This design comes from an exercise in tuning for small area, a short achievable clock period and few clock cycles per item on the open sky130 flow, not from production work. Only simulation tests tie the RTL to the original design; equivalence was not proved. Power is estimated from default activity; no workload was simulated.

lagoon:
==> flow/design.v <==
`default_nettype none
package cpuArchPkg;
    typedef logic [7:0] dataWord;      
    typedef logic [7:0] progAddress;   
    typedef logic [1:0] regIndex;      
    typedef enum logic [3:0] {
        opAnd = 4'b0000,
        opOr  = 4'b0001,
        opNot = 4'b0010,
        opAdd = 4'b0011,
        opSub = 4'b0100,
        opLsr = 4'b0101,
        opLsl = 4'b0110,
        opInc = 4'b0111,
        opDec = 4'b1000,
        opBra = 4'b1001,
        opMov = 4'b1011,
        opLd  = 4'b1100
    } opcode;
    typedef struct packed {
        opcode      code;        
        logic [3:0] dst;         
        logic [3:0] srcFirst;    
        logic [3:0] srcSecond;   
    } instruction;
    typedef struct packed {
        dataWord r1;
        dataWord r2;
        dataWord r3;
        dataWord r4;
    } registerView;
endpackage
`default_nettype wire
`default_nettype none
package cpuControlPkg;
    typedef enum logic [3:0] {
        aluPassA   = 4'b0000,
        aluPassImm = 4'b0001,
        aluNot     = 4'b0010,
        aluAdd     = 4'b0100,
        aluSub     = 4'b0101,
        aluAnd     = 4'b0111,
        aluOr      = 4'b1000,
        aluLsl     = 4'b1011,
        aluLsr     = 4'b1100
    } aluOp;
    typedef enum logic [1:0] {
        rfHold      = 2'b00,
        rfLoad      = 2'b01,
        rfDecrement = 2'b10,
        rfIncrement = 2'b11
    } regFunc;
    typedef enum logic [1:0] {
        stIdle,
        stFetchLow,
        stFetchHigh,
        stExecute
    } seqState;
    typedef struct packed {
        regFunc  regFn;
        logic [1:0] target;    
        logic [1:0] srcA;
        logic [1:0] srcB;
        aluOp    op;
        logic [7:0] immediate;   
        logic    pcLoad;
    } controlWord;
endpackage
`default_nettype wire
`timescale 1ns/1ps
`default_nettype none
module programMemory
(
    input  logic       clock,
    input  logic       progWrite,
    input  logic [7:0] progAddr,
    input  logic [7:0] progData,
    input  logic [6:0] rowE,
    input  logic [6:0] rowO,
    input  logic [7:0] rowE1h,   
    input  logic [7:0] rowO1h,   
    output logic [7:0] byteE,
    output logic [7:0] byteO
);
    logic [7:0] memE [128];
    logic [7:0] memO [128];
    always_ff @(posedge clock) begin
        if (progWrite && !progAddr[0]) memE[progAddr[7:1]] <= progData;
        if (progWrite &&  progAddr[0]) memO[progAddr[7:1]] <= progData;
    end
    logic [7:0] grpE [16];
    logic [7:0] grpO [16];
    always_comb begin
        for (int g = 0; g < 16; g++) begin
            grpE[g] = '0;
            grpO[g] = '0;
            for (int k = 0; k < 8; k++) begin
                grpE[g] = grpE[g] | (memE[8 * g + k] & {8{rowE1h[k]}});
                grpO[g] = grpO[g] | (memO[8 * g + k] & {8{rowO1h[k]}});
            end
        end
    end
    assign byteE = grpE[rowE[6:3]];
    assign byteO = grpO[rowO[6:3]];
endmodule
`default_nettype wire
`timescale 1ns/1ps
`default_nettype none
module cpuTop
(
    input  logic       clock,
    input  logic       arstN,
    input  logic       progWrite,
    input  logic [7:0] progAddr,
    input  logic [7:0] progData,
    input  logic       run,
    output logic [31:0] regs,          
    output logic [7:0] pc,
    output logic            instrDone
);
    logic       wrQ;
    logic [7:0] wrAddrQ, wrDataQ;
    always_ff @(posedge clock) begin
        wrQ     <= progWrite;
        wrAddrQ <= progAddr;
        wrDataQ <= progData;
    end
    localparam int BTB = 2;
    logic [7:0]  fetchPc;
    logic [6:0]  rowE;       
    logic [7:0]  rowE1h;     
    logic [7:0]  rowO1h;     
    logic        running;    
    logic        bubble;     
    logic        starting;   
    logic [7:0]  byteE, byteO;
    logic [15:0] ir;         
    logic [7:0]  irPc;       
    logic        irPred;     
    logic [7:0]  pcQ;
    programMemory i_programMemory (
        .clock     (clock),
        .progWrite (wrQ),
        .progAddr  (wrAddrQ),
        .progData  (wrDataQ),
        .rowE      (rowE),
        .rowO      (fetchPc[7:1]),
        .rowE1h    (rowE1h),
        .rowO1h    (rowO1h),
        .byteE     (byteE),
        .byteO     (byteO)
    );
    logic           btbValid [BTB];
    logic [7:0]     btbPc    [BTB];
    logic [7:0]     btbTgt   [BTB];
    logic           btbNext;   
    logic       hit;
    logic [7:0] hitTgt;
    logic [6:0] hitRowE;
    assign hitRowE = hitTgt[7:1] + 7'(hitTgt[0]);
    always_comb begin
        hit     = 1'b0;
        hitTgt  = '0;
        for (int i = 0; i < BTB; i++) begin
            if (btbValid[i] && btbPc[i] == fetchPc) begin
                hit     = 1'b1;
                hitTgt  = hitTgt | btbTgt[i];
            end
        end
    end
    logic       exBra;     
    logic       redirect;  
    logic       stopped;
    logic       advance;   
    logic [7:0] target;
    logic [6:0] targetRowE;
    assign exBra      = running && (ir[15:12] == 4'h9);
    assign redirect   = exBra && !irPred;
    assign target     = ir[7:0];
    assign targetRowE = target[7:1] + 7'(target[0]);
    assign stopped    = !running && !bubble && !starting;
    assign advance    = bubble || starting || (running && !redirect && run) ||
                        (stopped && run && !wrQ);
    always_ff @(posedge clock) begin
        ir     <= fetchPc[0] ? {byteE, byteO} : {byteO, byteE};
        irPc   <= fetchPc;
        irPred <= hit;
    end
    always_ff @(posedge clock or negedge arstN) begin
        if (!arstN) begin
            fetchPc  <= '0;
            rowE     <= '0;
            rowE1h   <= 8'b0000_0001;
            rowO1h   <= 8'b0000_0001;
            running  <= 1'b0;
            bubble   <= 1'b0;
            starting <= 1'b0;
            pcQ      <= '0;
        end else begin
            running  <= advance;
            bubble   <= redirect && run;
            starting <= stopped && run && wrQ;
            if (redirect) begin
                fetchPc <= target;
                rowE    <= targetRowE;
                rowE1h  <= 8'b0000_0001 << targetRowE[2:0];
                rowO1h  <= 8'b0000_0001 << target[3:1];
            end else if (advance && hit) begin
                fetchPc <= hitTgt;
                rowE    <= hitRowE;
                rowE1h  <= 8'b0000_0001 << hitRowE[2:0];
                rowO1h  <= 8'b0000_0001 << hitTgt[3:1];
            end else if (advance) begin
                fetchPc <= fetchPc + 8'd2;
                rowE    <= rowE + 7'd1;
                rowE1h  <= {rowE1h[6:0], rowE1h[7]};
                rowO1h  <= {rowO1h[6:0], rowO1h[7]};
            end
            pcQ <= exBra ? target : fetchPc;
        end
    end
    always_ff @(posedge clock or negedge arstN) begin
        if (!arstN) begin
            for (int i = 0; i < BTB; i++) btbValid[i] <= 1'b0;
            btbNext <= '0;
        end else if (wrQ) begin
            for (int i = 0; i < BTB; i++) btbValid[i] <= 1'b0;
        end else if (redirect) begin
            btbValid[btbNext] <= 1'b1;
            btbNext <= !btbNext;
        end
    end
    always_ff @(posedge clock) begin
        if (redirect && !wrQ) begin
            btbPc[btbNext]   <= irPc;
            btbTgt[btbNext]  <= target;
        end
    end
    assign pc        = pcQ;
    assign instrDone = running;
    logic [3:0] op;
    logic [1:0] d, a, b;
    logic [7:0] imm;
    assign op  = ir[15:12];
    assign d   = ir[9:8];
    assign a   = ir[5:4];
    assign b   = ir[1:0];
    assign imm = ir[7:0];
    logic [7:0] r [4];
    logic [7:0] opA, opB, addB, sum, result;
    logic       cin;
    assign opA = r[a];
    assign opB = r[b];
    always_comb begin
        case (op)
            4'h4:    begin addB = ~opB;   cin = 1'b1; end   
            4'h7:    begin addB = 8'h01;  cin = 1'b0; end   
            4'h8:    begin addB = 8'hFF;  cin = 1'b0; end   
            default: begin addB = opB;    cin = 1'b0; end   
        endcase
    end
    logic [7:0] g0, p0, gk, pk, gn, pn;
    logic [8:0] carry;
    always_comb begin
        g0 = opA & addB;
        p0 = opA ^ addB;
        gk = g0;
        pk = p0;
        for (int s = 1; s < 8; s = s * 2) begin
            gn = gk;
            pn = pk;
            for (int i = s; i < 8; i++) begin
                gn[i] = gk[i] | (pk[i] & gk[i - s]);
                pn[i] = pk[i] & pk[i - s];
            end
            gk = gn;
            pk = pn;
        end
        carry[0] = cin;
        for (int i = 0; i < 8; i++) carry[i + 1] = gk[i] | (pk[i] & cin);
        sum = p0 ^ carry[7:0];
    end
    always_comb begin
        case (op)
            4'h0:    result = opA & opB;
            4'h1:    result = opA | opB;
            4'h2:    result = ~opA;
            4'h5:    result = {1'b0, opA[7:1]};
            4'h6:    result = {opA[6:0], 1'b0};
            4'hC:    result = imm;
            4'hB:    result = opA;
            default: result = sum;   
        endcase
    end
    logic       wr;
    logic [1:0] dst;
    assign wr  = running && (op <= 4'h8 || op == 4'hB || op == 4'hC);
    assign dst = (op == 4'h7 || op == 4'h8) ? a : d;
    for (genvar i = 0; i < 4; i++) begin : gReg
        always_ff @(posedge clock or negedge arstN) begin
            if (!arstN)                          r[i] <= '0;
            else if (wr && dst == 2'(i))         r[i] <= result;
        end
    end
    assign regs = {r[0], r[1], r[2], r[3]};
endmodule
`default_nettype wire
export LEC_CHECK = 0
export CAP_MARGIN = 20
export CORE_MARGIN = 2
export CORE_UTILIZATION = 50
export CTS_CLUSTER_DIAMETER = 100
export CTS_CLUSTER_SIZE = 25
export SLEW_MARGIN = 20
create_clock -name core_clock -period 9.0 [get_ports {clock}]
standard.sh (not shown) runs the stock make flow with config.mk's settings and CLKGATE_MAP_FILE= SYNTH_SCRIPT=/design/flow/synth_recipe.tcl, a recipe that flattens the netlist after the stock synthesis.
==> flow/flow/run.sh <==
#!/bin/bash
# Own layout flow: the standard ORFS flow (standard.sh) with a tighter
# timing-repair target (setup margin) and plain buffers on the ports. Same
# SDC and clock period.
set -euo pipefail
bash standard.sh SETUP_SLACK_MARGIN=5.8 'BUFFER_PORTS_ARGS=-buffer_cell sky130_fd_sc_hd__buf_4' finish > run_make.log 2>&1
lagoon: full flow OK, the timing, design-rule and antenna checks passed
Testbench counts of lagoon, summed over its fixed seeds: cycles 10,023, instrs 9,600.
diff inputs: lagoon => fjord
==> flow/flow/run.sh <==
#!/bin/bash
# Own layout flow: the standard ORFS flow (standard.sh) with a tighter
# timing-repair target (setup margin) and plain buffers on the ports. Same
# SDC and clock period.
set -euo pipefail
bash standard.sh SETUP_SLACK_MARGIN=5.6 'BUFFER_PORTS_ARGS=-buffer_cell sky130_fd_sc_hd__buf_4' finish > run_make.log 2>&1
diff --git a/flow/config.mk b/flow/config.mk
--- a/flow/config.mk
+++ b/flow/config.mk
@@ -7,5 +7,6 @@
 export LEC_CHECK = 0
+export ABC_CLOCK_PERIOD_IN_PS = 3400
 export CAP_MARGIN = 20
 export CORE_MARGIN = 2
-export CORE_UTILIZATION = 50
+export CORE_UTILIZATION = 40
 export CTS_CLUSTER_DIAMETER = 100
Results
Looking only at sequential share of layout area, and setting everything else aside, the higher value of lagoon and fjord goes to fjord. Looking at setup slack across both flows, fjord is the weaker of the two, with lagoon ahead. Via count of the first global-routing pass delta (fjord -> lagoon): insignificant. Post-DP HPWL was higher in the run labelled fjord. What lagoon reported for count of non-filler cells in the finished layout has to be multiplied by 1.07 to get the figure for fjord. Non-clock buffer count (lagoon / fjord): 1.5. Post-cts repair resize count (fjord over lagoon): decrease, 57. Summary of fjord over lagoon: number of nets in the finished design fell 1.4%; core utilization fell 11 points.
Here is what was changed in the inputs of garnet compared with fjord.
diff --git a/flow/config.mk b/flow/config.mk
--- a/flow/config.mk
+++ b/flow/config.mk
@@ -7,3 +7,2 @@
 export LEC_CHECK = 0
-export ABC_CLOCK_PERIOD_IN_PS = 3400
 export CAP_MARGIN = 20
### Flow results
garnet finished all stages; the layout is clean. Switching power share of the total came out exactly the same in garnet and fjord. Re number of tap instances: no difference whatsoever between garnet and fjord. The clock group share of total power was comparable across garnet and fjord. On first-pass GRT wire length, garnet and fjord are neck and neck. | power after layout | garnet vs fjord | ≈ equal |.
> inputs changed (garnet -> tundra)
==> flow/flow/run.sh <==
#!/bin/bash
# Own layout flow: the standard ORFS flow (standard.sh) with a tighter
# timing-repair target (setup margin) and plain buffers on the ports. Same
# SDC and clock period.
set -euo pipefail
bash standard.sh SETUP_SLACK_MARGIN=6.0 'BUFFER_PORTS_ARGS=-buffer_cell sky130_fd_sc_hd__buf_4' finish > run_make.log 2>&1
--- outcome ---
- Non-clock buffer area fraction after layout ended up 1.6 points higher on tundra than on garnet.
- In tundra the routed wire length on met2 turned out about 5% higher than in garnet.
- Static leakage, tundra and garnet, lower one = garnet.
- The final net count of tundra exceeds that of garnet by 106.
- Relative to garnet, the final cell area reported for tundra is higher.
- Post-placement setup slack: tundra vs garnet down 0.096 ns
- | total global-route track usage | lower: garnet |
- tundra: routed length per placed instance about 4.4% above garnet
> inputs changed (tundra -> cedar)
==> flow/flow/run.sh <==
#!/bin/bash
# Own layout flow: the standard ORFS flow (standard.sh) with a tighter
# timing-repair target (setup margin) and plain buffers on the ports. Same
# SDC and clock period.
set -euo pipefail
bash standard.sh SETUP_SLACK_MARGIN=5.4 'BUFFER_PORTS_ARGS=-buffer_cell sky130_fd_sc_hd__buf_4' finish > run_make.log 2>&1
Results
cedar | stages: all done | timing, DRC, antenna: all pass. Multi-input gate share of total cell area for cedar is lower than for tundra. rowE1h[4] as the launching instance or port of the critical path was reported by cedar, and ir[0] by tundra. Measured against each other, cedar and tundra differ in maximum frequency, the lower figure coming from cedar. cedar and tundra ended up with nearly the same flip-flop and latch area. As far as synthesized cell count is concerned, cedar and tundra perform about the same.

[static timing again, ports no longer ideal]
The results above use ideal ports. As a check the final layouts listed here were re-extracted and re-timed, cells and wires unchanged. Step 1 assumes that a clkbuf_16 drives the clock port and a buf_2 every other input. Step 2 also shifts input and output timing later by t, the mid clock arrival at the registers, as if the neighbouring blocks saw the same clock. Three values: ideal ports, drivers, drivers and shift; two values: the first two.
run | t, ns | slack for setup (ns) | worst hold slack (ns) | worst register clock-pin slew, ns
lagoon | 0.830 | 5.599 / 5.599 / 5.471 | 0.436 / 0.436 / 0.436 | 0.11 / 0.11
fjord | 0.852 | 5.585 / 5.584 / 5.383 | 0.440 / 0.440 / 0.440 | 0.11 / 0.11
garnet | 0.852 | 5.585 / 5.584 / 5.383 | 0.440 / 0.440 / 0.440 | 0.11 / 0.11
tundra | 0.865 | 5.650 / 5.650 / 5.593 | 0.436 / 0.436 / 0.436 | 0.11 / 0.11
cedar | 0.849 | 5.371 / 5.371 / 5.371 | 0.433 / 0.433 / 0.433 | 0.11 / 0.11
After both steps every run listed still meets setup and hold.
